Optimization exercise on an open flow, not production practice.
RTL: at most simulated, not proved equivalent.
Function not checked: runs 1 to 5.
Power: default activity.

### flow/flow/run.sh
#!/bin/bash
# The standard layout, with timing repair aiming for a setup slack of 7.2 ns.
bash standard.sh SETUP_SLACK_MARGIN=7.2 finish > flow.log 2>&1
### flow/standard.sh
#!/bin/bash
# synth_recipe.tcl (not shown) runs the flow's synth.tcl, then flattens the netlist and writes it again
# the make line also repeats each setting of config.mk as NAME=value (left out here)
make -C /OpenROAD-flow-scripts/flow DESIGN_CONFIG=/design/flow/config.mk WORK_HOME=/design/flow/orfs CLKGATE_MAP_FILE= SYNTH_SCRIPT=/design/flow/synth_recipe.tcl "${@:-finish}"
### flow/config.mk
export PLATFORM = sky130hd
export DESIGN_NAME = row_peak_valley_detector
export DESIGN_NICKNAME = row_peak_valley_detector
export VERILOG_FILES = /design/flow/design.v
export SDC_FILE = /design/flow/constraint.sdc
export NUM_CORES = 4
export LEC_CHECK = 0
export CAP_MARGIN = 20
export CORE_MARGIN = 2
export CORE_UTILIZATION = 40
export PLACE_DENSITY = 0.6
export SETUP_SLACK_MARGIN = 0.5
export SLEW_MARGIN = 20
### flow/constraint.sdc
create_clock -name core_clock -period 10.0 [get_ports {clk}]
set_input_delay 2.0000 -clock core_clock [delete_from_list [all_inputs] [get_ports {clk}]]
set_output_delay 2.0000 -clock core_clock [all_outputs]
set_load 0.01 [all_outputs]
### flow/design.v
package rpvd_pkg;
    localparam int COLUMN_BITS    = 12;
    localparam int ROW_BITS       = 12;
    localparam int VALUE_BITS     = 32;
    localparam int THRESHOLD_BITS = 31;
    localparam int BOUND_BITS     = 32;
    localparam int CFG_INDEX_BITS = 3;
    localparam int CFG_DATA_BITS  = 32;
    typedef enum logic [CFG_INDEX_BITS-1:0] {
        REG_THRESHOLD          = 3'd0,
        REG_PEAK_GATE_ENABLE   = 3'd1,
        REG_PEAK_FLOOR         = 3'd2,
        REG_VALLEY_GATE_ENABLE = 3'd3,
        REG_VALLEY_CEILING     = 3'd4
    } cfg_reg_t;
    typedef struct packed {
        logic [THRESHOLD_BITS-1:0] threshold;
        logic                      peak_gate_enable;
        logic [BOUND_BITS-1:0]     peak_floor;
        logic                      valley_gate_enable;
        logic [BOUND_BITS-1:0]     valley_ceiling;
    } cfg_t;
    typedef struct packed {
        logic                   is_valley;
        logic [COLUMN_BITS-1:0] column;
        logic [ROW_BITS-1:0]    row;
        logic [VALUE_BITS-1:0]  value;
    } result_t;
endpackage
module rpvd_cfg (
    input  logic                                clk,
    input  logic                                rst_n,
    input  logic                                cfg_valid,
    output logic                                cfg_ready,
    input  logic [rpvd_pkg::CFG_INDEX_BITS-1:0] cfg_index,
    input  logic [rpvd_pkg::CFG_DATA_BITS-1:0]  cfg_data,
    output rpvd_pkg::cfg_t                      cfg
);
    rpvd_pkg::cfg_t cfg_reg;
    rpvd_pkg::cfg_t cfg_next;
    assign cfg_ready = 1'b1;
    assign cfg       = cfg_reg;
    always_comb
    begin
        cfg_next = cfg_reg;
        if (cfg_valid)
        begin
            unique case (cfg_index)
                rpvd_pkg::REG_THRESHOLD:
                    cfg_next.threshold = cfg_data[rpvd_pkg::THRESHOLD_BITS-1:0];
                rpvd_pkg::REG_PEAK_GATE_ENABLE:
                    cfg_next.peak_gate_enable = cfg_data[0];
                rpvd_pkg::REG_PEAK_FLOOR:
                    cfg_next.peak_floor = cfg_data[rpvd_pkg::BOUND_BITS-1:0];
                rpvd_pkg::REG_VALLEY_GATE_ENABLE:
                    cfg_next.valley_gate_enable = cfg_data[0];
                rpvd_pkg::REG_VALLEY_CEILING:
                    cfg_next.valley_ceiling = cfg_data[rpvd_pkg::BOUND_BITS-1:0];
                default:
                    cfg_next = cfg_reg;
            endcase
        end
    end
    always_ff @(posedge clk or negedge rst_n)
    begin
        if (!rst_n)
        begin
            cfg_reg <= '0;
        end
        else
        begin
            cfg_reg <= cfg_next;
        end
    end
endmodule
module rpvd_core (
    input  logic                             clk,
    input  logic                             rst_n,
    input  logic                             sample_valid,
    output logic                             sample_ready,
    input  logic [31:0]                      sample,
    input  logic                             row_start,
    input  logic                             frame_start,
    input  rpvd_pkg::cfg_t                   cfg,
    output logic                             result_valid,
    input  logic                             result_ready,
    output logic                             is_valley,
    output logic [rpvd_pkg::COLUMN_BITS-1:0] column,
    output logic [rpvd_pkg::ROW_BITS-1:0]    row,
    output logic [rpvd_pkg::VALUE_BITS-1:0]  value
);
    logic               in_valid_reg, skid_valid_reg;
    logic signed [31:0] in_s, skid_s;
    logic               in_rs, in_fs, skid_rs, skid_fs;
    logic signed [31:0] a_value_reg, b_value_reg;
    logic [11:0]        a_column_reg, b_column_reg;
    logic [11:0]        column_reg, row_reg;
    logic               seek_reg;
    logic               result_valid_reg;
    logic               stall, consume, in_load, accept;
    logic               line_start;
    logic [11:0]        column_next, row_next;
    logic               beyond_a, beyond_b;
    logic               hit, gate_ok, event_valid;
    assign stall        = result_valid_reg && !result_ready;
    assign consume      = in_valid_reg && !stall;
    assign in_load      = !in_valid_reg || !stall;
    assign sample_ready = !skid_valid_reg;
    assign accept       = sample_valid && !skid_valid_reg;
    always_ff @(posedge clk or negedge rst_n)
    begin
        if (!rst_n)
        begin
            in_valid_reg   <= 1'b0;
            skid_valid_reg <= 1'b0;
        end
        else if (in_load)
        begin
            in_valid_reg   <= skid_valid_reg || accept;
            skid_valid_reg <= 1'b0;
        end
        else if (accept)
        begin
            skid_valid_reg <= 1'b1;
        end
    end
    always_ff @(posedge clk)
    begin
        if (in_load)
        begin
            if (skid_valid_reg)
            begin
                in_s  <= skid_s;
                in_rs <= skid_rs;
                in_fs <= skid_fs;
            end
            else
            begin
                in_s  <= sample;
                in_rs <= row_start;
                in_fs <= frame_start;
            end
        end
        if (!skid_valid_reg)
        begin
            skid_s  <= sample;
            skid_rs <= row_start;
            skid_fs <= frame_start;
        end
    end
    assign line_start = in_rs || in_fs;
    always_comb
    begin
        if (line_start)
            column_next = '0;
        else if (column_reg != 12'hFFF)
            column_next = column_reg + 1'b1;
        else
            column_next = column_reg;
        if (in_fs)
            row_next = '0;
        else if (in_rs && row_reg != 12'hFFF)
            row_next = row_reg + 1'b1;
        else
            row_next = row_reg;
    end
    function automatic logic carry_out(input logic [63:0] g_in, input logic [63:0] p_in);
        logic [63:0] g, p;
        g = g_in;
        p = p_in;
        for (int w = 1; w < 64; w = w * 2)
        begin
            for (int i = 0; i + w < 64; i = i + 2 * w)
            begin
                g[i] = g[i + w] | (p[i + w] & g[i]);
                p[i] = p[i + w] & p[i];
            end
        end
        carry_out = g[0];
    endfunction
    function automatic logic less(input logic [31:0] x, input logic [31:0] y);
        logic [31:0] xu, yu;
        logic [63:0] g, p;
        xu = x ^ 32'h8000_0000;
        yu = y ^ 32'h8000_0000;
        g  = {32'h0000_0000, ~xu & yu};
        p  = {32'hFFFF_FFFF, ~xu | yu};
        less = carry_out(g, p);
    endfunction
    function automatic logic less_plus(input logic [31:0] x, input logic [30:0] t,
                                       input logic [31:0] y);
        logic [33:0] xe, te, yn, sum, cy;
        logic [63:0] g, p;
        xe  = {{2{x[31]}}, x};
        te  = {3'b000, t};
        yn  = ~{{2{y[31]}}, y};
        sum = xe ^ te ^ yn;
        cy  = {(xe[32:0] & te[32:0]) | (xe[32:0] & yn[32:0]) | (te[32:0] & yn[32:0]), 1'b1};
        g   = {31'h0, sum[32:0] & cy[32:0]};
        p   = {31'h7FFF_FFFF, sum[32:0] | cy[32:0]};
        less_plus = sum[33] ^ cy[33] ^ carry_out(g, p);
    endfunction
    logic [31:0] a_lo, a_hi, b_lo, b_hi, h_lo, h_hi, k_lo, k_hi;
    assign a_lo = seek_reg ? a_value_reg : in_s;
    assign a_hi = seek_reg ? in_s : a_value_reg;
    assign b_lo = seek_reg ? in_s : b_value_reg;
    assign b_hi = seek_reg ? b_value_reg : in_s;
    assign h_lo = seek_reg ? in_s : a_value_reg;
    assign h_hi = seek_reg ? a_value_reg : in_s;
    assign k_lo = seek_reg ? cfg.peak_floor : a_value_reg;
    assign k_hi = seek_reg ? a_value_reg : cfg.valley_ceiling;
    assign beyond_a = less(a_lo, a_hi);
    assign beyond_b = less(b_lo, b_hi);
    assign hit      = !line_start && less_plus(h_lo, cfg.threshold, h_hi);
    assign gate_ok  = (a_column_reg != '0)
                      && ((seek_reg ? !cfg.peak_gate_enable : !cfg.valley_gate_enable)
                          || less(k_lo, k_hi));
    assign event_valid = consume && hit && gate_ok;
    always_ff @(posedge clk or negedge rst_n)
    begin
        if (!rst_n)
        begin
            a_value_reg  <= '0;
            a_column_reg <= '0;
            b_value_reg  <= '0;
            b_column_reg <= '0;
            column_reg   <= '0;
            row_reg      <= '0;
            seek_reg     <= 1'b1;
        end
        else if (consume)
        begin
            column_reg <= column_next;
            row_reg    <= row_next;
            if (in_fs)
                seek_reg <= 1'b1;
            else if (hit)
                seek_reg <= !seek_reg;
            if (line_start || beyond_a || hit)
            begin
                a_value_reg  <= in_s;
                a_column_reg <= column_next;
            end
            if (hit)
            begin
                b_value_reg  <= a_value_reg;
                b_column_reg <= a_column_reg;
            end
            else if (line_start || beyond_b)
            begin
                b_value_reg  <= in_s;
                b_column_reg <= column_next;
            end
        end
    end
    always_ff @(posedge clk or negedge rst_n)
    begin
        if (!rst_n)
            result_valid_reg <= 1'b0;
        else if (!stall)
            result_valid_reg <= event_valid;
    end
    assign result_valid = result_valid_reg;
    assign is_valley    = seek_reg;
    assign column       = b_column_reg;
    assign row          = row_reg;
    assign value        = b_value_reg;
endmodule
module row_peak_valley_detector #(
    parameter int MAX_COLUMNS = 4096,
    parameter int MAX_ROWS    = 4096,
    parameter int SAMPLE_BITS = 32
) (
    input  logic                                clk,
    input  logic                                rst_n,
    input  logic                                cfg_valid,
    output logic                                cfg_ready,
    input  logic [rpvd_pkg::CFG_INDEX_BITS-1:0] cfg_index,
    input  logic [rpvd_pkg::CFG_DATA_BITS-1:0]  cfg_data,
    input  logic                                sample_valid,
    output logic                                sample_ready,
    input  logic [SAMPLE_BITS-1:0]              sample,
    input  logic                                row_start,
    input  logic                                frame_start,
    output logic                                result_valid,
    input  logic                                result_ready,
    output logic                                is_valley,
    output logic [rpvd_pkg::COLUMN_BITS-1:0]    column,
    output logic [rpvd_pkg::ROW_BITS-1:0]       row,
    output logic [rpvd_pkg::VALUE_BITS-1:0]     value
);
    rpvd_pkg::cfg_t cfg;
    rpvd_cfg u_cfg (
        .clk       (clk),
        .rst_n     (rst_n),
        .cfg_valid (cfg_valid),
        .cfg_ready (cfg_ready),
        .cfg_index (cfg_index),
        .cfg_data  (cfg_data),
        .cfg       (cfg)
    );
    rpvd_core u_core (
        .clk          (clk),
        .rst_n        (rst_n),
        .sample_valid (sample_valid),
        .sample_ready (sample_ready),
        .sample       (sample),
        .row_start    (row_start),
        .frame_start  (frame_start),
        .cfg          (cfg),
        .result_valid (result_valid),
        .result_ready (result_ready),
        .is_valley    (is_valley),
        .column       (column),
        .row          (row),
        .value        (value)
    );
endmodule
==> results of run 1 <==
-- worst paths after layout --
check,slack [ps],startpoint,end,depth (start not counted)
worst max-delay path,5870,u_core.seek_reg$_DFFE_PN1P_,u_core.b_value_reg[26]$_DFFE_PN0P_,17
worst min register to register,470,u_core.skid_s[8]$_DFF_P_,u_core.skid_s[8]$_DFF_P_,1
worst max register to register,5870,u_core.seek_reg$_DFFE_PN1P_,u_core.b_value_reg[26]$_DFFE_PN0P_,17
max in group asynchronous,7440,rst_n,u_core.row_reg[2]$_DFFE_PN0P_,2
worst min-delay path,470,u_core.skid_s[8]$_DFF_P_,u_core.skid_s[8]$_DFF_P_,1
min in group asynchronous,1460,rst_n,u_cfg.cfg_reg[57]$_DFFE_PN0P_,1
-- per-layer routing --
metal | vias to the layer above | wire length [um] | GRT usage (%)
met2 | 388 | 24800 | 40.2
met5 | - | 0 | 0
li1 | 6067 | - | -
met1 | 6675 | 21700 | 30.8
met3 | 102 | 2810 | 4.11
met4 | 0 | 1260 | 7.66
-- Yosys cell counts, drive strengths merged (34+ instances only) --
cell type	instances	area share, %
a21oi	46	1.4
clkbuf	38	0.89
dfrtp	212	33
dfxtp	34	4.2
edfxtp	34	6.4
inv	95	2.2
mux2	203	14
mux2i	84	5.2
nand2	108	2.5
nand2b	49	1.9
nor2	57	1.3
nor2b	48	1.9
o21ai	86	2.7
o22ai	35	1.4
-- per-stage QoR --
step	cell area (um2)	setup WS [ps]	hold slack (ps)	utilization (%)
6_report	22000	5870	470	55.4
5_1_grt	22000	5800	483	55.4
4_1_cts	21400	5950	472	53.9
3_5_place_dp	18300	4340	456	46.2
3_3_place_gp	18300	4380	452	46.2
2_1_floorplan	16800	5600	446	-
-- worst register-to-register path, stage by stage (launching register included) --
cell       delay [ps]
dfstp_4           680
buf_12            120
buf_12            110
buf_8             120
mux2i_4           270
fa_2              520
a31oi_2           230
o32ai_2           100
maj3_2            340
a21oi_4           150
a2bb2oi_4         200
o21a_1            200
buf_12            140
o41ai_4            70
buf_4             190
buf_12            120
buf_16            150
mux2_4            300
-- where the power goes --
| part | internal [mW] | total (mW) | switching, mW |
|---|---|---|---|
| combinational | 1.89 | 3.62 | 1.73 |
| sequential | 1.42 | 1.77 | 0.342 |
| clock | 0.820 | 1.34 | 0.516 |
-- logic make-up after synthesis --
family | synth area share, %
other | 0.0234
XOR/XNOR | 0.818
flip-flops | 43.8
AO/OA/AOI/OAI | 13.7
buffers and inverters | 4.25
adder cells (fa/ha/maj) | 6.27
AND/OR/NAND/NOR | 11.7
multiplexers | 19.5
-- cell type report --
type	count	area [um2]	share of cell area [%]
clock buffers	40	925	4.21
clock inverters	21	277	1.26
inverters	99	372	1.69
multi-input cells	1068	9250	42.1
flip-flops and latches	281	7050	32.1
well taps	525	657	2.99
repair buffers	295	3450	15.7
-- timing repair --
item / CTS / global route
pin swaps: 21 / 28
hold buffers: 0 / 0
resized for setup: 426 / 68
buffers inserted: 99 / 22
gates cloned: 22 / 6
setup endpoints to repair: 368 / 348
==> qor.csv, run 1 <==
stage;metric;value;unit
outcome;status;no timing/DRC/antenna violations;
die;die area;41800;um2
clock_network;Clock transition at path regs;60;ps
synth;asr flop ratio synth;75.8;%
final_layout;Syn-to-layout area delta;36.9;%
setup_path;crit path DAT;4540;ps
synth;Top FF cell, synth;dfrtp_1;
route;DR pass1 iterations;5;
route;post-route ant nets;0;
route;DRC;0;
final_layout;nets;1889;
setup_path;CP Launch Type;register;
clock_network;clk root buf;clkbuf_16;
clock_network;clock sinks;281;
setup_path;largest delay contributor family on the critical path;buffers and inverters;
route;DR iter-0 viols;945;
sta;Final Skew;15.7;ps
sta;Slew headroom;51.9;%
final_layout;max reg flops;97;
global_routing;initial antenna violation count;0;
setup_path;worst path buffer plus inverter count;7;
sta;setup repair after global routing missed its margin;yes;
sta;Final Hold Violating Endpoints;0;
global_routing;vias in the first global route;13400;
setup_path;Worst Path Max Fanout;8;
route;WL/cell;21.7;um
sta;Setup TNS Final;0;ps
sta;final setup fails;0;
synth;EDFF count, synth;34;
placed_design;Final GP Congestion;0.859;
synth;Post-Syn Nets;1625;
die;Die Y;204;um
setup_path;CP cell instances;buf_12, buf_12, buf_8, mux2i_4, fa_2, a31oi_2, o32ai_2, maj3_2, a21oi_4, a2bb2oi_4, o21a_1, buf_12, o41ai_4, buf_4, buf_12, buf_16, mux2_4;
clock_network;CTS max path bufs;3;
placed_design;IO buf count;132;
sta;final slew viol count;0;
setup_path;Critical Path Sink Type;register;
synth;Cell variety after synth;77;
sta;Worst-Margin Slew;716;ps
global_routing;largest net degree at the start of global routing;88;
route;Routed WL;50600;um
die;Top Ports;134;
sta;Fmax;242;MHz
worst_hold_path;HP Class;register to register;
global_routing;first-pass GRT wire length;76700;um
route;vias per cell;5.68;
clock_network;CTS tree;built;
final_layout;commonest non-fill, non-tap cells in the layout;201 x dfrtp_1, 129 x mux2_4, 104 x nand2_1, 93 x inv_1, 79 x buf_4;
power;Leak;9.85;nW
setup_path;WS Path Type;register to register;
clock_network;Worst-Skew Late Latency;530;ps
sta;final worst path period need;4130;ps
die;Horiz. Die Dim;204;um
final_layout;commonest non-fill, non-tap cell in the layout;dfrtp_1;
placed_design;final HPWL from detailed placement;31100;um
die;# rows;73;
clock_network;Num CTS Buffers;34;
synth;Avg Cell Area, Syn;10.6;um2
final_layout;fin cells;2329;
power;Peak supply drop;0.000193;V
final_layout;layout cells sized above 1;31.1;%
final_layout;fill count;3362;
run;Max Cap Violations;0;
final_layout;diode count;0;
setup_path;most used cell, CP;buf_12;
setup_path;worst endpoint required time;10410;ps
placed_design;Placed Cells;2119;
setup_path;Crit path largest cell delay;680;ps
clock_network;H-tree depth;2;
die;Initial Util;40.5;%
die;Core Box Area;39600;um2
setup_path;crit path max-delay cell type;dfstp_4;
power;P per Cell Area;306;nW/um2
synth;Synth Instances;1515;
global_routing;Tot GR Track Use;23.8;%
route;via count;13200;
synth;Synth Register Bits;281;
global_routing;GRT Residual Overflow;0;
synth;post-synthesis sequential area ratio;43.8;%
synth;mapped cell area;16100;um2
power;Final Power;6.72;mW
synth;Syn. warnings;2;
sta;final worst path period share;41.3;%
==> run 2, diff against run 1 <==
--- a/flow/design.v
+++ b/flow/design.v
@@ -178,6 +178,22 @@
         end
         carry_out = g[0];
     endfunction
+    function automatic logic [1:0] order(input logic [31:0] x, input logic [31:0] y);
+        logic [31:0] lt, gt;
+        lt = ~x & y;
+        gt = x & ~y;
+        lt[31] = x[31] & ~y[31];
+        gt[31] = ~x[31] & y[31];
+        for (int w = 1; w < 32; w = w * 2)
+        begin
+            for (int i = 0; i + w < 32; i = i + 2 * w)
+            begin
+                lt[i] = lt[i + w] | (~gt[i + w] & lt[i]);
+                gt[i] = gt[i + w] | (~lt[i + w] & gt[i]);
+            end
+        end
+        order = {lt[0], gt[0]};
+    endfunction
     function automatic logic less(input logic [31:0] x, input logic [31:0] y);
         logic [31:0] xu, yu;
         logic [63:0] g, p;
@@ -200,18 +216,18 @@
         p   = {31'h7FFF_FFFF, sum[32:0] | cy[32:0]};
         less_plus = sum[33] ^ cy[33] ^ carry_out(g, p);
     endfunction
-    logic [31:0] a_lo, a_hi, b_lo, b_hi, h_lo, h_hi, k_lo, k_hi;
-    assign a_lo = seek_reg ? a_value_reg : in_s;
-    assign a_hi = seek_reg ? in_s : a_value_reg;
-    assign b_lo = seek_reg ? in_s : b_value_reg;
-    assign b_hi = seek_reg ? b_value_reg : in_s;
-    assign h_lo = seek_reg ? in_s : a_value_reg;
-    assign h_hi = seek_reg ? a_value_reg : in_s;
+    logic [1:0]  order_a, order_b;
+    logic        peak_cond, valley_cond;
+    logic [31:0] k_lo, k_hi;
+    assign order_a     = order(in_s, a_value_reg);
+    assign order_b     = order(in_s, b_value_reg);
+    assign beyond_a    = seek_reg ? order_a[0] : order_a[1];
+    assign beyond_b    = seek_reg ? order_b[1] : order_b[0];
+    assign peak_cond   = less_plus(in_s, cfg.threshold, a_value_reg);
+    assign valley_cond = less_plus(a_value_reg, cfg.threshold, in_s);
+    assign hit         = !line_start && (seek_reg ? peak_cond : valley_cond);
     assign k_lo = seek_reg ? cfg.peak_floor : a_value_reg;
     assign k_hi = seek_reg ? a_value_reg : cfg.valley_ceiling;
-    assign beyond_a = less(a_lo, a_hi);
-    assign beyond_b = less(b_lo, b_hi);
-    assign hit      = !line_start && less_plus(h_lo, cfg.threshold, h_hi);
     assign gate_ok  = (a_column_reg != '0)
                       && ((seek_reg ? !cfg.peak_gate_enable : !cfg.valley_gate_enable)
                           || less(k_lo, k_hi));
==> flow/flow/run.sh (replaced) <==
#!/bin/bash
# The standard layout, with timing repair aiming for a setup slack of 6.5 ns.
bash standard.sh SETUP_SLACK_MARGIN=6.5  finish > flow.log 2>&1
==> qor.csv, run 2 <==
stage;metric;value;unit;change
outcome;status;no timing/DRC/antenna violations;;
power;Final Power;5.41;mW;-20%
die;Core Box Area;39700;um2;+0.23%
setup_path;CP cell instances;inv_4, fa_2, a31oi_1, nor2_1, maj3_1, a221o_1, a21oi_4, o21ai_4, a21oi_4, buf_6, buf_6, clkbuf_16, buf_4, mux2i_1, mux2i_1;;
clock_network;clock sinks;281;;unchanged
synth;Yosys top cell by area;dfrtp_1;;
sta;Slew headroom;36.1;%;-16 points
route;Routed WL;48400;um;-4.4%
clock_network;CTS tree;built;;
sta;final worst path period need;3500;ps;-624 ps
die;Top Ports;134;;unchanged
clock_network;clk root buf;clkbuf_16;;
run;Max Cap Violations;0;;unchanged
synth;synth cell count leaders;212 x dfrtp_1, 130 x mux2_2, 102 x inv_1, 84 x nand2_1, 78 x mux2i_1;;
die;# rows;73;;unchanged
die;Horiz. Die Dim;205;um;+0.16%
die;Die Y;205;um;+0.16%
die;Initial Util;40.6;%;+0.042 points
synth;Synth Register Bits;281;;unchanged
clock_network;H-tree depth;2;;unchanged
power;Sw Share;37.6;%;-0.90 points
route;DR pass1 iterations;5;;unchanged
power;Clock Power Share;23.8;%;+3.9 points
route;DR iter-0 viols;787;;-17%
placed_design;final HPWL from detailed placement;31300;um;+0.52%
global_routing;GRT Residual Overflow;0;;unchanged
synth;main area contributors after synthesis;dfrtp_1 33%, mux2_2 9.1%, fa_1 7.7%;;
global_routing;largest net degree at the start of global routing;87;;-1.1%
setup_path;crit path DAT;3930;ps;-610 ps
power;Flop pwr share;30.3;%;+4.0 points
global_routing;Tot GR Track Use;22.6;%;-1.2 points
synth;post-synthesis sequential area ratio;43.6;%;-0.15 points
route;via count;12400;;-6.1%
clock_network;Worst-Skew Late Latency;550;ps;+20 ps
clock_network;Clock transition at path regs;60;ps;about the same
setup_path;CP Launch Type;register;;
sta;Final Skew;30.9;ps;+15.2 ps
sta;final setup fails;0;;unchanged
synth;most frequent cell after synthesis;dfrtp_1;;
sta;final slew viol count;0;;unchanged
global_routing;vias in the first global route;12500;;-6.9%
synth;Syn. warnings;2;;unchanged
setup_path;WS Path Type;register to register;;
synth;mapped cell area;16100;um2;+0.34%
synth;Avg Cell Area, Syn;11.2;um2;+5.9%
sta;Setup TNS Final;0;ps;unchanged
synth;asr flop ratio synth;75.8;%;unchanged
sta;setup repair after global routing missed its margin;yes;;
worst_hold_path;HP Class;register to register;;
global_routing;first-pass GRT wire length;72700;um;-5.2%
setup_path;Critical Path Sink Type;register;;
placed_design;IO buf count;132;;unchanged
power;Leak;8.73;nW;-11%
power;Cell Int Power;3.37;mW;-18%
global_routing;initial antenna violation count;0;;unchanged
sta;final worst path period share;35.0;%;-6.2 points
synth;Synth Instances;1436;;-5.2%
power;P per Cell Area;259;nW/um2;-15%
final_layout;commonest non-fill, non-tap cell in the layout;dfrtp_1;;
route;post-route ant nets;0;;unchanged
die;die area;41900;um2;+0.33%
final_layout;Syn-to-layout area delta;29.3;%;
sta;Final Hold Violating Endpoints;0;;unchanged
sta;Fmax;285;MHz;+18%
setup_path;Worst Path Max Fanout;8;;unchanged
sta;Worst-Margin Slew;959;ps;+242 ps
setup_path;worst endpoint required time;10430;ps;+20 ps
synth;Top FF cell, synth;dfrtp_1;;
synth;EDFF count, synth;34;;unchanged
synth;Cell variety after synth;78;;+1.3%
placed_design;Final GP Congestion;0.894;;+4.1%
power;Comb pwr share;45.9;%;-8.0 points
sta;Worst Hold Slack;471;ps;+1.05 ps
route;DRC;0;;unchanged
setup_path;crit path max-delay cell type;fa_2;;
power;Sw Pwr;2.03;mW;-21%
final_layout;final core occ;52.5;%;-3.0 points
final_layout;max reg flops;97;;unchanged
final_layout;commonest non-fill, non-tap cells in the layout;189 x dfrtp_1, 127 x mux2_2, 92 x clkdlybuf4s50_1, 91 x inv_1, 89 x buf_4;;
clock_network;Num CTS Buffers;35;;+2.9%
clock_network;CTS max path bufs;3;;unchanged
final_layout;nets;1828;;-3.2%
synth;post-synth top area share;32.9;%;-0.11 points
final_layout;diode count;0;;unchanged
power;Peak supply drop;0.000153;V;-21%
route;WL/cell;21.6;um;-0.56%
route;vias per cell;5.55;;-2.3%
setup_path;Crit path largest cell delay;480;ps;-200 ps
final_layout;layout cells sized above 1;28.9;%;-2.2 points
synth;Post-Syn Nets;1576;;-3.0%
[run 2: stage by stage]
stage,cells,worst slack (ps),cell area (um2)
3_3_place_gp,2063,4700,18000
3_5_place_dp,2063,4540,18000
6_report,2240,6500,20800
5_1_grt,2240,6390,20800
2_1_floorplan,1436,6520,16100
4_1_cts,2179,6490,20000
[run 2: final timing paths]
path | startpoint | to | slack (ps) | cells past startpoint
setup / recovery | u_core.a_value_reg[14]$_DFFE_PN0P_ | u_core.b_value_reg[11]$_DFFE_PN0P_ | 6500 | 15
hold / removal | u_core.skid_s[16]$_DFF_P_ | u_core.skid_s[16]$_DFF_P_ | 470 | 1
setup reg to reg | u_core.a_value_reg[14]$_DFFE_PN0P_ | u_core.b_value_reg[11]$_DFFE_PN0P_ | 6500 | 15
hold reg to reg | u_core.skid_s[16]$_DFF_P_ | u_core.skid_s[16]$_DFF_P_ | 470 | 1
max in group asynchronous | rst_n | u_core.a_value_reg[0]$_DFFE_PN0P_ | 6990 | 2
min in group asynchronous | rst_n | u_cfg.cfg_reg[67]$_DFFE_PN0P_ | 1490 | 1
[run 2: timing repair]
item	CTS	global route
gates resized for setup	121	102
hold buffers	0	0
pin swaps	17	17
buffers inserted	47	55
cloned	5	6
endpoints found under the setup margin	160	154
[run 2: per-layer routing]
metal | wire [um] | GRT usage [%]
met1 | 20700 | 29.6
met2 | 23600 | 38.5
met3 | 2520 | 2.77
met4 | 1560 | 8.07
met5 | 0 | 0
[run 2: logic make-up (layout without fill, tap and decap cells)]
group / Yosys count / count (layout) / share of synthesized area [%]
xor gates and xnor gates: 14 / 14 / 0.761
adders and majority gates: 145 / 145 / 13.1
buffers and inverters: 159 / 437 / 4.08
other: 1 / 1 / 0.0233
AOI/OAI and AO/OA: 309 / 310 / 12.7
muxes: 244 / 244 / 17.3
and+or+nand+nor: 283 / 283 / 8.43
DFF: 281 / 281 / 43.6
[run 2: area by class of cell]
| class | instances | area (um2) |
|---|---|---|
| tap | 525 | 657 |
| multi-input combinational | 997 | 8850 |
| timing repair buffer | 258 | 2640 |
| clock inverter | 14 | 133 |
| inverter | 115 | 468 |
| sequential | 281 | 7060 |
| fill | 3512 | 18900 |
| clock buffer | 50 | 1030 |
[run 2: critical path: cells and delay by family (launching register included)]
family                   cells  cell delay (ps)
flip-flops                   1              460
buffers and inverters        5              650
adder cells (fa/ha/maj)      2              910
multiplexers                 2              240
AND/OR/NAND/NOR              1               70
AO/OA/AOI/OAI                5             1050
[run 2: power by group through the flow]
stage / logic, mW / registers (mW) / clock network (mW)
after floorplan: 1.32 / 1.63 / 0
after global placement: 1.94 / 1.66 / 0
after detailed placement: 1.96 / 1.66 / 0
after CTS: 2.22 / 1.63 / 1.31
after global routing: 2.67 / 1.68 / 1.36
final: 2.48 / 1.64 / 1.29
==> run 3, diff against run 2 <==
==> flow/flow/run.sh (replaced) <==
#!/bin/bash
# The standard layout, with timing repair aiming for a setup slack of 6.5 ns.
bash standard.sh SETUP_SLACK_MARGIN=6.5 BUFFER_PORTS_ARGS=-buffer_cell\ sky130_fd_sc_hd__buf_1 finish > flow.log 2>&1
==> qor.csv, run 3 <==
stage;metric;value;unit;change
setup_path;R2R Path End;u_core.a_column_reg[3]$_DFFE_PN0P_;;
route;post-route ant nets;0;;unchanged
setup_path;end of the critical path;u_core.a_column_reg[3]$_DFFE_PN0P_;;
synth;Synth Instances;1436;;unchanged
setup_path;CP Launch Type;register;;
clock_network;CTS max path bufs;3;;unchanged
power;Final Power;5.22;mW;-3.4%
synth;mux share of post-synthesis cell area;17.3;%;unchanged
clock_network;H-tree depth;2;;unchanged
clock_network;clock sinks;281;;unchanged
route;WL/cell;21.7;um;+0.32%
power;P per Cell Area;265;nW/um2;+2.1%
clock_network;Hold Buf Count CTS;0;;unchanged
final_layout;commonest non-fill, non-tap cells in the layout;197 x dfrtp_1, 131 x buf_1, 126 x mux2_2, 91 x inv_1, 82 x nand2_1;;
synth;Avg Cell Area, Syn;11.2;um2;unchanged
synth;post-synth top area share;32.9;%;unchanged
power;Leak;8.04;nW;-7.9%
sta;Setup TNS Final;0;ps;unchanged
synth;Top FF cell, synth;dfrtp_1;;
sta;final worst path period share;35.8;%;+0.71 points
final_layout;area of the multi-input gates;8820;um2;-0.38%
synth;Cell variety after synth;78;;unchanged
route;Routed WL;47900;um;-1.1%
setup_path;CP startpoint;u_cfg.cfg_reg[66]$_DFFE_PN0P_;;
route;DR iter-0 viols;917;;+17%
synth;Post-Syn Nets;1576;;unchanged
route;via count;12400;;-0.52%
route;DRC;0;;unchanged
sta;Worst-Margin Slew;683;ps;-276 ps
synth;most frequent cell after synthesis;dfrtp_1;;
die;Horiz. Die Dim;205;um;unchanged
power;Sw Share;38.4;%;+0.73 points
sta;final slew viol count;0;;unchanged
synth;Post-Synth XOR/XNOR Area;0.761;%;unchanged
clock_network;Clock transition at path regs;60;ps;about the same
sta;final setup fails;0;;unchanged
synth;Synth Register Bits;281;;unchanged
clock_network;Worst-Skew Late Latency;530;ps;-20 ps
sta;Fmax;280;MHz;-2.0%
synth;Yosys top cell by area;dfrtp_1;;
final_layout;nets;1798;;-1.6%
die;# rows;73;;unchanged
synth;asr flop ratio synth;75.8;%;unchanged
sta;setup repair after global routing missed its margin;yes;;
synth;post-synthesis sequential area ratio;43.6;%;unchanged
setup_path;WS Path Type;register to register;;
die;die area;41900;um2;unchanged
power;Sw Pwr;2.00;mW;-1.6%
placed_design;IO buf count;132;;unchanged
global_routing;Tot GR Track Use;22.8;%;+0.20 points
power;Peak supply drop;0.000156;V;+1.8%
synth;Synth Area in Compound Gates;12.7;%;unchanged
die;Die Y;205;um;unchanged
synth;EDFF count, synth;34;;unchanged
final_layout;Syn-to-layout area delta;22.4;%;
route;vias per cell;5.60;;+0.87%
synth;Synth Area in Adders;13.1;%;unchanged
synth;mapped cell area;16100;um2;unchanged
clock_network;CTS tree;built;;
global_routing;first-pass GRT wire length;73700;um;+1.2%
synth;largest family of logic cells by synthesized area;multiplexers;;
worst_hold_path;HP Class;register to register;;
outcome;status;no timing/DRC/antenna violations;;
sta;Slew headroom;54.5;%;+18 points
synth;main area contributors after synthesis;dfrtp_1 33%, mux2_2 9.1%, fa_1 7.7%;;
final_layout;register area;7050;um2;-0.14%
sta;Final Hold Violating Endpoints;0;;unchanged
final_layout;layout cells sized above 1;25.4;%;-3.5 points
placed_design;final HPWL from detailed placement;31300;um;about the same
setup_path;Critical Path Sink Type;register;;
placed_design;Final GP Congestion;0.860;;-3.8%
clock_network;Num CTS Buffers;34;;-2.9%
sta;Final Skew;17.3;ps;-13.6 ps
setup_path;worst endpoint required time;10410;ps;-20 ps
final_layout;commonest non-fill, non-tap cell in the layout;dfrtp_1;;
synth;Syn. warnings;2;;unchanged
power;Comb pwr share;45.1;%;-0.8 points
sta;final worst path period need;3580;ps;+71.2 ps
final_layout;max reg flops;97;;unchanged
setup_path;Worst Reg-to-Reg Cells;13;;-2
route;DR pass1 iterations;6;;+1
global_routing;vias in the first global route;12700;;+1.6%
global_routing;initial antenna violation count;1;;+1
setup_path;Worst Path Max Fanout;7;;-1
die;Top Ports;134;;unchanged
power;Cell Int Power;3.22;mW;-4.5%
synth;synth cell count leaders;212 x dfrtp_1, 130 x mux2_2, 102 x inv_1, 84 x nand2_1, 78 x mux2i_1;;
setup_path;r2r startpoint;u_cfg.cfg_reg[66]$_DFFE_PN0P_;;
clock_network;clk root buf;clkbuf_16;;
global_routing;largest net degree at the start of global routing;72;;-17%
die;Initial Util;40.6;%;unchanged
setup_path;reg2reg setup slack;6420;ps;-70 ps
setup_path;crit path DAT;3980;ps;+50 ps
die;Core Box Area;39700;um2;unchanged
synth;Post-Synth Simple-Gate Area;8.43;%;unchanged
global_routing;GRT Residual Overflow;0;;unchanged
run;Max Cap Violations;0;;unchanged
power;Flop pwr share;31.6;%;+1.3 points
power;Clock Power Share;23.3;%;-0.5 points
final_layout;fill count;3671;;+4.5%
## run 3: changes by cell type in the layout (fill, tap and decap cells not counted), sizes merged, moves of 2 or more
cell and delta:
buf +101, clkbuf -2, clkdlybuf4s50 -92, clkinv -2, dlygate4sd2 -30, dlymetal6s2s -8, o211a +3
## run 3: worst min-delay path by stage
| stage | depth (start not counted) | startpoint | slack (ps) | end |
|---|---|---|---|---|
| final | 1 | u_core.skid_s[20]$_DFF_P_ | 470 | u_core.skid_s[20]$_DFF_P_ |
| after global routing | 1 | u_core.skid_s[6]$_DFF_P_ | 480 | u_core.skid_s[6]$_DFF_P_ |
| after CTS | 1 | u_core.skid_s[4]$_DFF_P_ | 470 | u_core.skid_s[4]$_DFF_P_ |
| after detailed placement | 1 | u_core.skid_s[4]$_DFF_P_ | 460 | u_core.skid_s[4]$_DFF_P_ |
| after global placement | 1 | u_core.skid_s[8]$_DFF_P_ | 450 | u_core.skid_s[8]$_DFF_P_ |
| after floorplan | 1 | u_core.skid_s[10]$_DFF_P_ | 450 | u_core.skid_s[10]$_DFF_P_ |
## run 3: logic make-up (layout without fill, tap and decap cells)
| logic type | count (synthesis) | count (layout) |
|---|---|---|
| compound gates | 309 | 312 |
| xor+xnor | 14 | 14 |
| fa+ha+maj | 145 | 145 |
| buf+inv | 159 | 403 |
| flops | 281 | 281 |
| mux | 244 | 244 |
| other cells | 1 | 2 |
| simple gates | 283 | 283 |
## run 3: power groups by stage
| stage | combinational, mW | clock [mW] | sequential, mW |
|---|---|---|---|
| after global routing | 2.54 | 1.29 | 1.69 |
| after floorplan | 1.32 | 0 | 1.63 |
| after CTS | 2.18 | 1.24 | 1.65 |
| final | 2.36 | 1.22 | 1.65 |
| after detailed placement | 1.83 | 0 | 1.67 |
| after global placement | 1.81 | 0 | 1.66 |
## run 3: per-layer routing
metal | up-vias | part of all wire, % | track usage [%]
li1 | 5629 | - | -
met1 | 6266 | 43 | 29.8
met2 | 388 | 49 | 38.8
met3 | 80 | 5.5 | 3.34
met4 | 0 | 2.8 | 7.30
met5 | - | 0 | 0
## run 3: worst max-delay path, cell delays in order, from the launching register on
cell,delay [ps]
dfrtp_2,440
fa_1,560
inv_1,50
maj3_2,330
o2111ai_4,240
a31oi_4,130
o211ai_1,300
a21o_1,230
and2_4,190
nand3_4,90
buf_6,150
o211a_4,340
buf_6,150
mux2_2,260
## run 3: area by class of cell
type                    count  area share [%]
diodes                      1          0.0127
flip-flops and latches    281            35.8
clock buffers              49            4.86
repair buffers            227            8.41
well taps                 525            3.33
inverters                 115            2.30
clock inverters            12           0.603
multi-input cells         999            44.7
## run 3: stage by stage
stage	area [um2]	utilization (%)	std cells	setup slack, ps	hold slack [ps]
CTS	19200	48.4	2180	6450	473
finish	19700	49.6	2209	6420	470
global placement	17200	43.3	2065	4810	452
detailed placement	17200	43.3	2065	4700	459
global route	19700	49.6	2209	6330	484
floorplan	16100	-	1436	6520	446
## run 3: repair_timing
item,CTS,global route
pin swaps,15,17
gates resized for setup,94,48
setup buffers,43,23
gates cloned,11,5
endpoints found under the setup margin,146,148
==> run 4, diff against run 3 <==
==> flow/flow/run.sh (replaced) <==
#!/bin/bash
# The standard layout, with timing repair aiming for a setup slack of 7 ns.
bash standard.sh SETUP_SLACK_MARGIN=7  finish > flow.log 2>&1
==> qor.csv, run 4 <==
stage;metric;value;unit;change
synth;Avg Cell Area, Syn;11.2;um2;unchanged
route;DR iter-0 viols;884;;-3.6%
clock_network;CTS max path bufs;3;;unchanged
sta;final worst path period share;36.0;%;+0.26 points
die;Initial Util;40.6;%;unchanged
placed_design;Final GP Congestion;0.903;;+4.9%
sta;Final Hold Violating Endpoints;0;;unchanged
die;die area;41900;um2;unchanged
sta;Setup TNS Final;0;ps;unchanged
global_routing;initial antenna violation count;0;;-1
synth;mapped cell area;16100;um2;unchanged
sta;setup repair after global routing missed its margin;yes;;
worst_hold_path;HP Class;register to register;;
synth;Post-Syn Nets;1576;;unchanged
global_routing;GRT Residual Overflow;0;;unchanged
sta;Worst-Margin Slew;719;ps;+36.2 ps
setup_path;Worst Path Max Fanout;6;;-1
placed_design;IO buf count;132;;unchanged
power;Final Power;5.52;mW;+5.6%
power;P per Cell Area;261;nW/um2;-1.5%
placed_design;final HPWL from detailed placement;30900;um;-1.1%
sta;final worst path period need;3600;ps;+26.4 ps
power;Leak;8.94;nW;+11%
global_routing;first-pass GRT wire length;76000;um;+3.2%
route;Routed WL;49900;um;+4.2%
placed_design;placed inst area;18300;um2;+6.5%
clock_network;clock sinks;281;;unchanged
global_routing;vias in the first global route;13000;;+2.6%
sta;Slew headroom;51.9;%;-2.6 points
synth;main area contributors after synthesis;dfrtp_1 33%, mux2_2 9.1%, fa_1 7.7%;;
outcome;status;no timing/DRC/antenna violations;;
setup_path;Crit path largest cell delay;440;ps;-120 ps
setup_path;crit path DAT;4010;ps;+30 ps
synth;asr flop ratio synth;75.8;%;unchanged
setup_path;CP Launch Type;register;;
synth;Cell variety after synth;78;;unchanged
setup_path;worst endpoint required time;10400;ps;about the same
die;# rows;73;;unchanged
clock_network;H-tree depth;2;;unchanged
final_layout;nets;1845;;+2.6%
sta;final setup fails;0;;unchanged
synth;synth cell count leaders;212 x dfrtp_1, 130 x mux2_2, 102 x inv_1, 84 x nand2_1, 78 x mux2i_1;;
sta;worst setup margin;6400;ps;-26.4 ps
setup_path;reg2reg setup slack;6400;ps;-30 ps
clock_network;Num CTS Buffers;34;;unchanged
route;via count;12500;;+1.3%
placed_design;pre-CTS setup slack;5070;ps;+372 ps
synth;Yosys top cell by area;dfrtp_1;;
final_layout;Syn-to-layout area delta;31.3;%;
setup_path;CP cell instances;buf_4, nor2b_1, maj3_1, maj3_2, maj3_1, a21oi_1, o21ai_1, o21ai_1, o211ai_1, o211a_4, buf_6, mux2_4;;
die;Core Box Area;39700;um2;unchanged
final_layout;commonest non-fill, non-tap cells in the layout;192 x dfrtp_1, 95 x mux2_4, 91 x buf_4, 89 x inv_1, 79 x nand2_1;;
final_layout;fin cells;2255;;+2.1%
final_layout;layout cells sized above 1;32.4;%;+7.0 points
final_layout;design area;21200;um2;+7.3%
setup_path;worst path buffer plus inverter count;2;;-1
final_layout;final core occ;53.2;%;+3.6 points
clock_network;clk root buf;clkbuf_16;;
setup_path;largest delay contributor family on the critical path;compound AO/OA/AOI/OAI gates;;
synth;Top FF cell, synth;dfrtp_1;;
synth;most frequent cell after synthesis;dfrtp_1;;
route;post-route ant nets;0;;unchanged
synth;post-synthesis sequential area ratio;43.6;%;unchanged
clock_network;CTS tree;built;;
route;vias per cell;5.55;;-0.78%
route;DRC;0;;unchanged
setup_path;crit path max-delay cell type;edfxtp_1;;
synth;post-synth top area share;32.9;%;unchanged
sta;Final Skew;24.6;ps;+7.29 ps
global_routing;largest net degree at the start of global routing;74;;+2.8%
global_routing;Tot GR Track Use;23.9;%;+1.1 points
final_layout;max reg flops;97;;unchanged
die;Horiz. Die Dim;205;um;unchanged
power;Peak supply drop;0.000156;V;+0.19%
synth;Synth Instances;1436;;unchanged
clock_network;Worst-Skew Late Latency;530;ps;about the same
setup_path;WS Path Type;register to register;;
sta;Worst Hold Slack;469;ps;-0.486 ps
placed_design;Placed Cells;2062;;-0.15%
clock_network;Clock transition at path regs;60;ps;about the same
synth;EDFF count, synth;34;;unchanged
final_layout;commonest non-fill, non-tap cell in the layout;dfrtp_1;;
sta;final slew viol count;0;;unchanged
route;WL/cell;22.1;um;+2.1%
clock_network;Hold Buf Count CTS;0;;unchanged
final_layout;diode count;0;;-1
run;Max Cap Violations;0;;unchanged
synth;Synth Register Bits;281;;unchanged
die;Die Y;205;um;unchanged
setup_path;Critical Path Sink Type;register;;
route;DR pass1 iterations;6;;unchanged
die;Top Ports;134;;unchanged
synth;Syn. warnings;2;;unchanged
sta;Fmax;278;MHz;-0.73%
-- run 4: cell counts after synthesis --
No cell type changed its count.
-- run 4: worst paths after layout --
kind	start	cells after the start	endpoint
worst max-delay path	u_core.in_s[0]$_DFFE_PN_	12	u_core.a_column_reg[7]$_DFFE_PN0P_
min in group asynchronous	rst_n	1	u_cfg.cfg_reg[58]$_DFFE_PN0P_
worst max register to register	u_core.in_s[0]$_DFFE_PN_	12	u_core.a_column_reg[7]$_DFFE_PN0P_
worst min register to register	u_core.skid_s[6]$_DFF_P_	1	u_core.skid_s[6]$_DFF_P_
max in group asynchronous	rst_n	2	u_core.a_value_reg[8]$_DFFE_PN0P_
worst min-delay path	u_core.skid_s[6]$_DFF_P_	1	u_core.skid_s[6]$_DFF_P_
-- run 4: logic make-up (layout without fill, tap and decap cells) --
| logic type | after synthesis | after routing | synth area share [%] |
|---|---|---|---|
| AND/OR/NAND/NOR | 283 | 283 | 8.43 |
| other | 1 | 1 | 0.0233 |
| multiplexers | 244 | 244 | 17.3 |
| flip-flops | 281 | 281 | 43.6 |
| adder cells (fa/ha/maj) | 145 | 145 | 13.1 |
| buffers and inverters | 159 | 450 | 4.08 |
| XOR/XNOR | 14 | 14 | 0.761 |
| AO/OA/AOI/OAI | 309 | 312 | 12.7 |
-- run 4: power breakdown --
| group | switching, mW | total, mW | internal (mW) | leakage, nW |
|---|---|---|---|---|
| clock | 0.503 | 1.24 | 0.733 | 0.529 |
| combinational | 1.34 | 2.65 | 1.31 | 5.15 |
| sequential | 0.240 | 1.63 | 1.39 | 3.25 |
| total | 2.08 | 5.52 | 3.43 | 8.94 |
-- run 4: layer usage --
layer / track usage, % / vias to the layer above / wire length [um]
met4: 10.4 / 0 / 2260
li1: - / 5726 / -
met2: 38.7 / 410 / 23300
met3: 4.96 / 129 / 3100
met5: 0 / - / 0
met1: 30.9 / 6257 / 21200
-- run 4: area by class of cell --
cell class / count / area, um2
inverters: 115 / 452
fillers: 3435 / 18600
flip-flops and latches: 281 / 7060
clock inverters: 13 / 153
well taps: 525 / 657
clock buffers: 48 / 935
multi-input cells: 999 / 9140
repair buffers: 274 / 2750
-- run 4: what timing repair did --
item	in CTS	in global routing
pin swaps	29	31
resized for setup	397	54
gates cloned	14	1
setup buffers	96	21
endpoints found under the setup margin	276	242
==> run 5, diff against run 4 <==
==> flow/flow/run.sh (replaced) <==
#!/bin/bash
# The standard layout, with timing repair aiming for a setup slack of 7 ns.
bash standard.sh SETUP_SLACK_MARGIN=7 BUFFER_PORTS_ARGS=-buffer_cell\ sky130_fd_sc_hd__buf_2 finish > flow.log 2>&1
==> qor.csv, run 5 <==
stage;metric;value;unit;change
global_routing;initial antenna violation count;0;;unchanged
sta;worst setup margin;6430;ps;+34.1 ps
clock_network;Hold Buf Count CTS;0;;unchanged
global_routing;GRT met2 Usage;37.9;%;-0.81 points
setup_path;crit path DAT;4000;ps;about the same
synth;Top FF cell, synth;dfrtp_1;;
synth;mapped cell area;16100;um2;unchanged
synth;post-synthesis sequential area ratio;43.6;%;unchanged
synth;Post-Syn Nets;1576;;unchanged
clock_network;H-tree depth;2;;unchanged
final_layout;nets;1852;;+0.38%
global_routing;first-pass GRT wire length;73500;um;-3.3%
setup_path;crit path max-delay cell type;fa_1;;
clock_network;clock sinks;281;;unchanged
die;Horiz. Die Dim;205;um;unchanged
synth;synth cell count leaders;212 x dfrtp_1, 130 x mux2_2, 102 x inv_1, 84 x nand2_1, 78 x mux2i_1;;
outcome;status;no timing/DRC/antenna violations;;
setup_path;CP Launch Type;register;;
sta;final slew viol count;0;;unchanged
synth;EDFF count, synth;34;;unchanged
global_routing;vias in the first global route;12700;;-2.3%
synth;Synth Register Bits;281;;unchanged
placed_design;final HPWL from detailed placement;30900;um;about the same
placed_design;pre-CTS setup slack;5090;ps;+10.7 ps
placed_design;IO buf count;132;;unchanged
final_layout;commonest non-fill, non-tap cells in the layout;188 x dfrtp_1, 112 x buf_2, 103 x buf_4, 94 x mux2_4, 86 x inv_1;;
power;Peak supply drop;0.000163;V;+4.3%
sta;final setup fails;0;;unchanged
setup_path;worst endpoint required time;10430;ps;+30 ps
synth;Cell variety after synth;78;;unchanged
sta;Fmax;280;MHz;+0.96%
clock_network;Num CTS Buffers;34;;unchanged
setup_path;Worst Path Max Fanout;8;;+2
final_layout;layout cells sized above 1;38.0;%;+5.6 points
route;post-route ant nets;0;;unchanged
setup_path;largest delay contributor family on the critical path;compound AO/OA/AOI/OAI gates;;
power;Sw Pwr;2.10;mW;+0.72%
synth;most frequent cell after synthesis;dfrtp_1;;
clock_network;CTS tree;built;;
power;Cell Int Power;3.49;mW;+1.8%
setup_path;worst path buffer plus inverter count;3;;+1
power;Comb pwr share;47.5;%;-0.5 points
sta;Final Skew;17.5;ps;-7.16 ps
clock_network;clk root buf;clkbuf_16;;
sta;Worst-Margin Slew;879;ps;+160 ps
worst_hold_path;Hold Path Depth;1;;unchanged
power;Sw Share;37.5;%;-0.25 points
route;vias per cell;5.52;;-0.59%
final_layout;register area;7060;um2;about the same
final_layout;max reg flops;97;;unchanged
setup_path;WS Path Type;register to register;;
global_routing;GR Util met3;2.97;%;-2.0 points
final_layout;Syn-to-layout area delta;30.1;%;
power;Flop pwr share;29.4;%;about the same
final_layout;fill count;3420;;-0.44%
route;DR iter-0 viols;697;;-21%
global_routing;Tot GR Track Use;22.9;%;-0.95 points
synth;Yosys top cell by area;dfrtp_1;;
sta;final worst path period share;35.7;%;-0.34 points
die;Die Y;205;um;unchanged
route;DR pass1 iterations;7;;+1
placed_design;Final GP Congestion;0.925;;+2.4%
global_routing;grt met1 use;30.6;%;-0.29 points
clock_network;Clock transition at path regs;60;ps;about the same
synth;post-synth top area share;32.9;%;unchanged
clock_network;CTS max path bufs;3;;unchanged
setup_path;Critical Path Sink Type;register;;
global_routing;largest net degree at the start of global routing;99;;+34%
sta;Slew headroom;41.4;%;-10 points
route;Routed WL;49400;um;-0.91%
route;WL/cell;21.8;um;-1.3%
route;DRC;0;;unchanged
die;Initial Util;40.6;%;unchanged
final_layout;commonest non-fill, non-tap cell in the layout;dfrtp_1;;
route;via count;12500;;-0.24%
sta;setup repair after global routing missed its margin;yes;;
setup_path;Worst Reg-to-Reg Cells;13;;+1
final_layout;diode count;0;;unchanged
power;Clock Power Share;23.1;%;+0.7 points
die;Top Ports;134;;unchanged
final_layout;area of the multi-input gates;9150;um2;about the same
synth;Avg Cell Area, Syn;11.2;um2;unchanged
global_routing;GR peak layer;met2;;
die;# rows;73;;unchanged
run;Max Cap Violations;0;;unchanged
clock_network;Worst-Skew Late Latency;550;ps;+20 ps
setup_path;Crit. path cell count;13;;+1
synth;asr flop ratio synth;75.8;%;unchanged
power;Leak;9.03;nW;+1.0%
synth;main area contributors after synthesis;dfrtp_1 33%, mux2_2 9.1%, fa_1 7.7%;;
setup_path;Crit path largest cell delay;570;ps;+130 ps
synth;Syn. warnings;2;;unchanged
sta;final worst path period need;3570;ps;-34.1 ps
die;Core Box Area;39700;um2;unchanged
setup_path;CP cell instances;fa_1, inv_1, maj3_2, o2111ai_4, a31oi_4, o211ai_1, a21o_1, and2_4, nand3_4, a22oi_4, buf_6, buf_12, mux2_4;;
global_routing;GRT Residual Overflow;0;;unchanged
sta;Final Hold Violating Endpoints;0;;unchanged
sta;Setup TNS Final;0;ps;unchanged
power;P per Cell Area;267;nW/um2;+2.3%
die;die area;41900;um2;unchanged
synth;Synth Instances;1436;;unchanged
worst_hold_path;HP Class;register to register;;
==> run 5: cell count changes in the layout (fill, tap and decap cells not counted), sizes merged <==
cell / delta
clkinv: +1
clkdlybuf4s15: -2
clkdlybuf4s50: -67
clkbuf: +8
buf: +72
clkinvlp: -1
o211a: -3
==> run 5: area by class of cell <==
class | instances | area share [%]
Inverter | 115 | 2.21
Tap cell | 525 | 3.13
Sequential cell | 281 | 33.7
Clock buffer | 49 | 4.87
Timing Repair Buffer | 284 | 11.8
Clock inverter | 13 | 0.674
Multi-Input combinational cell | 996 | 43.6
==> run 5: worst paths after layout <==
kind | from | to | slack (ps)
worst min-delay path | u_core.skid_s[7]$_DFF_P_ | u_core.skid_s[7]$_DFF_P_ | 470
worst min register to register | u_core.skid_s[7]$_DFF_P_ | u_core.skid_s[7]$_DFF_P_ | 470
worst max-delay path | u_cfg.cfg_reg[66]$_DFFE_PN0P_ | u_core.b_value_reg[12]$_DFFE_PN0P_ | 6430
worst max register to register | u_cfg.cfg_reg[66]$_DFFE_PN0P_ | u_core.b_value_reg[12]$_DFFE_PN0P_ | 6430
min in group asynchronous | rst_n | u_core.row_reg[7]$_DFFE_PN0P_ | 1560
max in group asynchronous | rst_n | u_core.a_value_reg[14]$_DFFE_PN0P_ | 7220
==> run 5: metrics by stage <==
stage	hold slack (ps)	utilization [%]	cell area, um2	power, mW	cells
floorplan	446	-	16600	3.00	1436
global placement	452	44.5	17700	3.54	2062
detailed placement	459	44.5	17700	3.57	2062
CTS	474	50.6	20100	5.34	2203
global route	484	52.8	21000	5.87	2263
finish	469	52.8	21000	5.59	2263
==> run 5: cell families after synthesis <==
logic type	after synthesis	synth area share, %
buffers and inverters	159	4.08
DFF	281	43.6
and+or+nand+nor	283	8.43
other	1	0.0233
xor gates and xnor gates	14	0.761
muxes	244	17.3
adders and majority gates	145	13.1
AOI/OAI and AO/OA	309	12.7
==> run 5: what timing repair did <==
action | 4_1_cts | 5_1_grt
setup buffers | 71 | 52
resized for setup | 121 | 80
pin swaps | 27 | 28
gates cloned | 8 | 8
endpoints found under the setup margin | 293 | 211
==> run 5: power by group through the flow <==
stage          Clock, mW  Combinational (mW)  Sequential, mW
3_3_place_gp           0                1.88            1.66
3_5_place_dp           0                1.90            1.67
2_1_floorplan          0                1.37            1.63
5_1_grt             1.36                2.83            1.67
4_1_cts             1.32                2.38            1.64
6_report            1.29                2.66            1.64
==> run 5: layer usage <==
layer	up-vias	wire length [um]
li1	5723	-
met1	6273	21600
met2	388	23500
met3	108	2410
met4	0	1920
met5	-	0
==> run 6, diff against run 5 <==
--- a/flow/design.v
+++ b/flow/design.v
@@ -37,40 +37,24 @@
     output rpvd_pkg::cfg_t                      cfg
 );
     rpvd_pkg::cfg_t cfg_reg;
-    rpvd_pkg::cfg_t cfg_next;
+    logic [rpvd_pkg::CFG_DATA_BITS-1:0] data;
+    logic           write;
     assign cfg_ready = 1'b1;
     assign cfg       = cfg_reg;
-    always_comb
-    begin
-        cfg_next = cfg_reg;
-        if (cfg_valid)
-        begin
-            unique case (cfg_index)
-                rpvd_pkg::REG_THRESHOLD:
-                    cfg_next.threshold = cfg_data[rpvd_pkg::THRESHOLD_BITS-1:0];
-                rpvd_pkg::REG_PEAK_GATE_ENABLE:
-                    cfg_next.peak_gate_enable = cfg_data[0];
-                rpvd_pkg::REG_PEAK_FLOOR:
-                    cfg_next.peak_floor = cfg_data[rpvd_pkg::BOUND_BITS-1:0];
-                rpvd_pkg::REG_VALLEY_GATE_ENABLE:
-                    cfg_next.valley_gate_enable = cfg_data[0];
-                rpvd_pkg::REG_VALLEY_CEILING:
-                    cfg_next.valley_ceiling = cfg_data[rpvd_pkg::BOUND_BITS-1:0];
-                default:
-                    cfg_next = cfg_reg;
-            endcase
-        end
-    end
-    always_ff @(posedge clk or negedge rst_n)
+    assign data      = rst_n ? cfg_data : '0;
+    assign write     = !rst_n || cfg_valid;
+    always_ff @(posedge clk)
     begin
-        if (!rst_n)
-        begin
-            cfg_reg <= '0;
-        end
-        else
-        begin
-            cfg_reg <= cfg_next;
-        end
+        if (write && (!rst_n || cfg_index == rpvd_pkg::REG_THRESHOLD))
+            cfg_reg.threshold <= data[rpvd_pkg::THRESHOLD_BITS-1:0];
+        if (write && (!rst_n || cfg_index == rpvd_pkg::REG_PEAK_GATE_ENABLE))
+            cfg_reg.peak_gate_enable <= data[0];
+        if (write && (!rst_n || cfg_index == rpvd_pkg::REG_PEAK_FLOOR))
+            cfg_reg.peak_floor <= data[rpvd_pkg::BOUND_BITS-1:0];
+        if (write && (!rst_n || cfg_index == rpvd_pkg::REG_VALLEY_GATE_ENABLE))
+            cfg_reg.valley_gate_enable <= data[0];
+        if (write && (!rst_n || cfg_index == rpvd_pkg::REG_VALLEY_CEILING))
+            cfg_reg.valley_ceiling <= data[rpvd_pkg::BOUND_BITS-1:0];
     end
 endmodule
 module rpvd_core (
@@ -89,7 +73,7 @@
     output logic [rpvd_pkg::ROW_BITS-1:0]    row,
     output logic [rpvd_pkg::VALUE_BITS-1:0]  value
 );
-    logic               in_valid_reg, skid_valid_reg;
+    logic               in_valid_reg, skid_valid_reg, ready_reg;
     logic signed [31:0] in_s, skid_s;
     logic               in_rs, in_fs, skid_rs, skid_fs;
     logic signed [31:0] a_value_reg, b_value_reg;
@@ -105,7 +89,7 @@
     assign stall        = result_valid_reg && !result_ready;
     assign consume      = in_valid_reg && !stall;
     assign in_load      = !in_valid_reg || !stall;
-    assign sample_ready = !skid_valid_reg;
+    assign sample_ready = ready_reg;
     assign accept       = sample_valid && !skid_valid_reg;
     always_ff @(posedge clk or negedge rst_n)
     begin
@@ -113,15 +97,18 @@
         begin
             in_valid_reg   <= 1'b0;
             skid_valid_reg <= 1'b0;
+            ready_reg      <= 1'b1;
         end
         else if (in_load)
         begin
             in_valid_reg   <= skid_valid_reg || accept;
             skid_valid_reg <= 1'b0;
+            ready_reg      <= 1'b1;
         end
         else if (accept)
         begin
             skid_valid_reg <= 1'b1;
+            ready_reg      <= 1'b0;
         end
     end
     always_ff @(posedge clk)
@@ -203,18 +190,21 @@
         p  = {32'hFFFF_FFFF, ~xu | yu};
         less = carry_out(g, p);
     endfunction
-    function automatic logic less_plus(input logic [31:0] x, input logic [30:0] t,
-                                       input logic [31:0] y);
-        logic [33:0] xe, te, yn, sum, cy;
-        logic [63:0] g, p;
+    function automatic logic [1:0] hysteresis(input logic [31:0] x, input logic [30:0] t,
+                                              input logic [31:0] y);
+        logic [33:0] xe, te, ye, sum, cx, cy;
+        logic [63:0] g, p, h, q;
         xe  = {{2{x[31]}}, x};
         te  = {3'b000, t};
-        yn  = ~{{2{y[31]}}, y};
-        sum = xe ^ te ^ yn;
-        cy  = {(xe[32:0] & te[32:0]) | (xe[32:0] & yn[32:0]) | (te[32:0] & yn[32:0]), 1'b1};
-        g   = {31'h0, sum[32:0] & cy[32:0]};
-        p   = {31'h7FFF_FFFF, sum[32:0] | cy[32:0]};
-        less_plus = sum[33] ^ cy[33] ^ carry_out(g, p);
+        ye  = {{2{y[31]}}, y};
+        sum = xe ^ te ^ ~ye;
+        cx  = {(xe[32:0] & te[32:0]) | (xe[32:0] & ~ye[32:0]) | (te[32:0] & ~ye[32:0]), 1'b1};
+        cy  = {(ye[32:0] & te[32:0]) | (ye[32:0] & ~xe[32:0]) | (te[32:0] & ~xe[32:0]), 1'b1};
+        g   = {31'h0, sum[32:0] & cx[32:0]};
+        p   = {31'h7FFF_FFFF, sum[32:0] | cx[32:0]};
+        h   = {31'h0, sum[32:0] & cy[32:0]};
+        q   = {31'h7FFF_FFFF, sum[32:0] | cy[32:0]};
+        hysteresis = {sum[33] ^ cx[33] ^ carry_out(g, p), sum[33] ^ cy[33] ^ carry_out(h, q)};
     endfunction
     logic [1:0]  order_a, order_b;
     logic        peak_cond, valley_cond;
@@ -223,8 +213,7 @@
     assign order_b     = order(in_s, b_value_reg);
     assign beyond_a    = seek_reg ? order_a[0] : order_a[1];
     assign beyond_b    = seek_reg ? order_b[1] : order_b[0];
-    assign peak_cond   = less_plus(in_s, cfg.threshold, a_value_reg);
-    assign valley_cond = less_plus(a_value_reg, cfg.threshold, in_s);
+    assign {peak_cond, valley_cond} = hysteresis(in_s, cfg.threshold, a_value_reg);
     assign hit         = !line_start && (seek_reg ? peak_cond : valley_cond);
     assign k_lo = seek_reg ? cfg.peak_floor : a_value_reg;
     assign k_hi = seek_reg ? a_value_reg : cfg.valley_ceiling;
==> flow/flow/run.sh (replaced) <==
#!/bin/bash
# The standard layout, with timing repair aiming for a setup slack of 6.5 ns,
# port buffers of a plain buffer cell and (if flow/abc.script exists) the
# standard synthesis with that ABC script for the combinational logic.
W=$PWD
if [ -f flow/abc.script ]; then
  {
    echo 'proc abc {args} { set i [lsearch $args -script]; lset args [expr {$i+1}] '"$W"'/flow/abc.script; yosys abc {*}$args }'
    echo "source $W/synth_recipe.tcl"
  } > synth_wrap.tcl
fi
bash standard.sh SETUP_SLACK_MARGIN=6.5 SYNTH_SCRIPT=$W/synth_wrap.tcl BUFFER_PORTS_ARGS=-buffer_cell\ sky130_fd_sc_hd__buf_1 finish > flow.log 2>&1
==> flow/flow/abc.script (new file) <==
strash
dch -f
map -D 2500
topo
stime -c
buffer -c
upsize -c -D 2500
dnsize -c -D 2500
==> qor.csv, run 6 <==
stage;metric;value;unit;change
die;Horiz. Die Dim;199;um;-2.8%
synth;Yosys top cell by area;edfxtp_1;;
final_layout;fill count;3483;;+1.8%
synth;largest family of logic cells by synthesized area;compound AO/OA/AOI/OAI gates;;
global_routing;Tot GR Track Use;23.5;%;+0.57 points
setup_path;Worst Path Max Fanout;8;;unchanged
final_layout;final core occ;50.8;%;-2.0 points
sta;Final Skew;13.5;ps;-3.91 ps
synth;Synth Area in Compound Gates;18.6;%;+5.8 points
synth;Synth Register Bits;282;;+0.36%
synth;mux share of post-synthesis cell area;0;%;-17 points
clock_network;Hold Buf Count CTS;0;;unchanged
clock_network;clock sinks;282;;+0.36%
power;Leak;8.10;nW;-10%
global_routing;first-pass GRT wire length;70700;um;-3.8%
route;Routed WL;48400;um;-2.1%
power;Peak supply drop;0.000118;V;-27%
synth;Top FF cell, synth;edfxtp_1;;
run;Max Cap Violations;0;;unchanged
synth;mapped cell area;15200;um2;-5.6%
synth;EDFF count, synth;131;;+290%
clock_network;CTS tree;built;;
synth;Syn. warnings;2;;unchanged
sta;final setup fails;0;;unchanged
die;Die Y;199;um;-2.8%
die;Initial Util;40.5;%;-0.095 points
final_layout;Syn-to-layout area delta;25.6;%;
power;Final Power;4.81;mW;-14%
route;WL/cell;19.5;um;-11%
synth;Post-Synth XOR/XNOR Area;0.0576;%;-0.70 points
synth;main area contributors after synthesis;edfxtp_1 26%, dfrtp_1 19%, nand2_1 8.4%;;
clock_network;H-tree depth;2;;unchanged
setup_path;worst endpoint required time;10400;ps;-30 ps
route;DR pass1 iterations;5;;-2
synth;Avg Cell Area, Syn;8.75;um2;-22%
global_routing;largest net degree at the start of global routing;78;;-21%
clock_network;Worst-Skew Late Latency;520;ps;-30 ps
synth;post-synthesis sequential area ratio;49.6;%;+6.0 points
synth;most frequent cell after synthesis;nand2_1;;
setup_path;Critical Path Sink Type;register;;
route;post-route ant nets;0;;unchanged
synth;post-synth top area share;25.9;%;-7.0 points
synth;synth cell count leaders;342 x nand2_1, 260 x inv_1, 214 x o21ai_0, 191 x nor2_1, 131 x edfxtp_1;;
route;via count;13200;;+5.7%
die;Top Ports;134;;unchanged
die;die area;39600;um2;-5.5%
route;DRC;0;;unchanged
die;# rows;71;;-2.7%
synth;asr flop ratio synth;41.5;%;-34 points
final_layout;diode count;0;;unchanged
final_layout;nets;2090;;+13%
global_routing;initial antenna violation count;0;;unchanged
final_layout;layout cells sized above 1;13.8;%;-24 points
synth;Synth Area in Adders;8.49;%;-4.6 points
route;DR iter-0 viols;923;;+32%
setup_path;CP Launch Type;register;;
setup_path;WS Path Type;register to register;;
sta;Fmax;281;MHz;+0.40%
placed_design;Final GP Congestion;0.872;;-5.6%
sta;Setup TNS Final;0;ps;unchanged
clock_network;Clock transition at path regs;60;ps;about the same
die;Core Box Area;37600;um2;-5.4%
placed_design;IO buf count;132;;unchanged
global_routing;GRT Residual Overflow;0;;unchanged
final_layout;max reg flops;97;;unchanged
setup_path;crit path DAT;3960;ps;-40 ps
placed_design;final HPWL from detailed placement;28700;um;-7.2%
synth;Synth Instances;1737;;+21%
sta;Worst-Margin Slew;693;ps;-186 ps
synth;Cell variety after synth;47;;-40%
synth;Post-Synth Simple-Gate Area;15.3;%;+6.9 points
clock_network;CTS max path bufs;3;;unchanged
sta;setup repair after global routing missed its margin;yes;;
sta;final slew viol count;0;;unchanged
outcome;status;no timing/DRC/antenna violations;;
clock_network;clk root buf;clkbuf_16;;
sta;Final Hold Violating Endpoints;0;;unchanged
final_layout;commonest non-fill, non-tap cells in the layout;315 x nand2_1, 239 x inv_1, 185 x nor2_1, 131 x edfxtp_1, 130 x buf_1;;
clock_network;Num CTS Buffers;34;;unchanged
worst_hold_path;HP Class;register to register;;
sta;final worst path period need;3550;ps;-14.2 ps
synth;Post-Syn Nets;1877;;+19%
sta;final worst path period share;35.5;%;-0.14 points
sta;Slew headroom;53.8;%;+12 points
power;P per Cell Area;252;nW/um2;-5.5%
final_layout;commonest non-fill, non-tap cell in the layout;nand2_1;;
global_routing;vias in the first global route;12800;;+0.22%
route;vias per cell;5.31;;-3.8%
-- run 6: cells by family after synthesis --
logic type               after synthesis
AO/OA/AOI/OAI                        475
flip-flops                           282
XOR/XNOR                               1
AND/OR/NAND/NOR                      595
other                                  1
buffers and inverters                317
adder cells (fa/ha/maj)               66
-- run 6: timing repair --
item,in CTS,in global routing
resized for setup,124,126
endpoints found under the setup margin,106,113
gates cloned,14,11
setup buffers,28,31
pin swaps,16,27
-- run 6: layer usage --
metal / global-route usage [%] / wire length, um / up-vias
met4: 7.82 / 1780 / 0
met5: 0 / 0 / -
met3: 4.00 / 3630 / 117
met2: 39.7 / 22800 / 503
met1: 30.7 / 20200 / 6316
li1: - / - / 6271
-- run 6: worst max-delay path, cell delays in order (launching register included) --
cell       delay [ps]
edfxtp_1          480
fa_1              590
o21ai_2           100
nor2_2            140
o21ai_2            80
nor4_2            210
buf_4             170
nand4_1           130
o31ai_4           330
o311ai_4          180
nor2_2            120
buf_6             140
buf_12            100
a31oi_4           130
buf_8             210
clkbuf_16         180
nand2_1            60
o21ai_1            60
-- run 6: report_power, final --
part	leakage (nW)	internal, mW	switching [mW]
registers	3.06	1.40	0.166
logic	4.47	0.745	1.21
clock network	0.562	0.787	0.499
total	8.10	2.93	1.88
-- run 6: area by class of cell --
| class | count | area, um2 | area share (%) |
|---|---|---|---|
| clock inverter | 15 | 181 | 0.950 |
| timing repair buffer | 227 | 1820 | 9.53 |
| multi-input combinational | 1140 | 6920 | 36.2 |
| sequential | 282 | 7560 | 39.6 |
| tap | 511 | 639 | 3.35 |
| timing repair inverter | 1 | 5.00 | 0.0262 |
| clock buffer | 47 | 973 | 5.10 |
| inverter | 264 | 1000 | 5.24 |
-- run 6: per-stage QoR --
stage / hold WS, ps / worst slack, ps / cells / area (um2)
floorplan: 414 / 6340 / 1737 / 15300
global placement: 427 / 5460 / 2341 / 16300
detailed placement: 436 / 5250 / 2341 / 16300
CTS: 451 / 6400 / 2445 / 18400
global route: 459 / 6270 / 2487 / 19100
finish: 450 / 6450 / 2487 / 19100
-- run 6: worst paths after layout --
kind,cells after the start,slack [ps],endpoint,from
worst min-delay path,2,450,u_core.skid_s[18]$_DFF_P_,u_core.skid_s[18]$_DFF_P_
min in group asynchronous,1,1460,u_core.a_value_reg[2]$_DFFE_PN0P_,rst_n
worst max register to register,17,6450,u_core.a_value_reg[6]$_DFFE_PN0P_,u_core.in_s[30]$_DFFE_PN_
worst max-delay path,17,6450,u_core.a_value_reg[6]$_DFFE_PN0P_,u_core.in_s[30]$_DFFE_PN_
worst min register to register,2,450,u_core.skid_s[18]$_DFF_P_,u_core.skid_s[18]$_DFF_P_
max in group asynchronous,3,6950,u_core.a_value_reg[22]$_DFFE_PN0P_,rst_n
Testbench counts of run 6, summed over its fixed seeds: cycles 64,112.
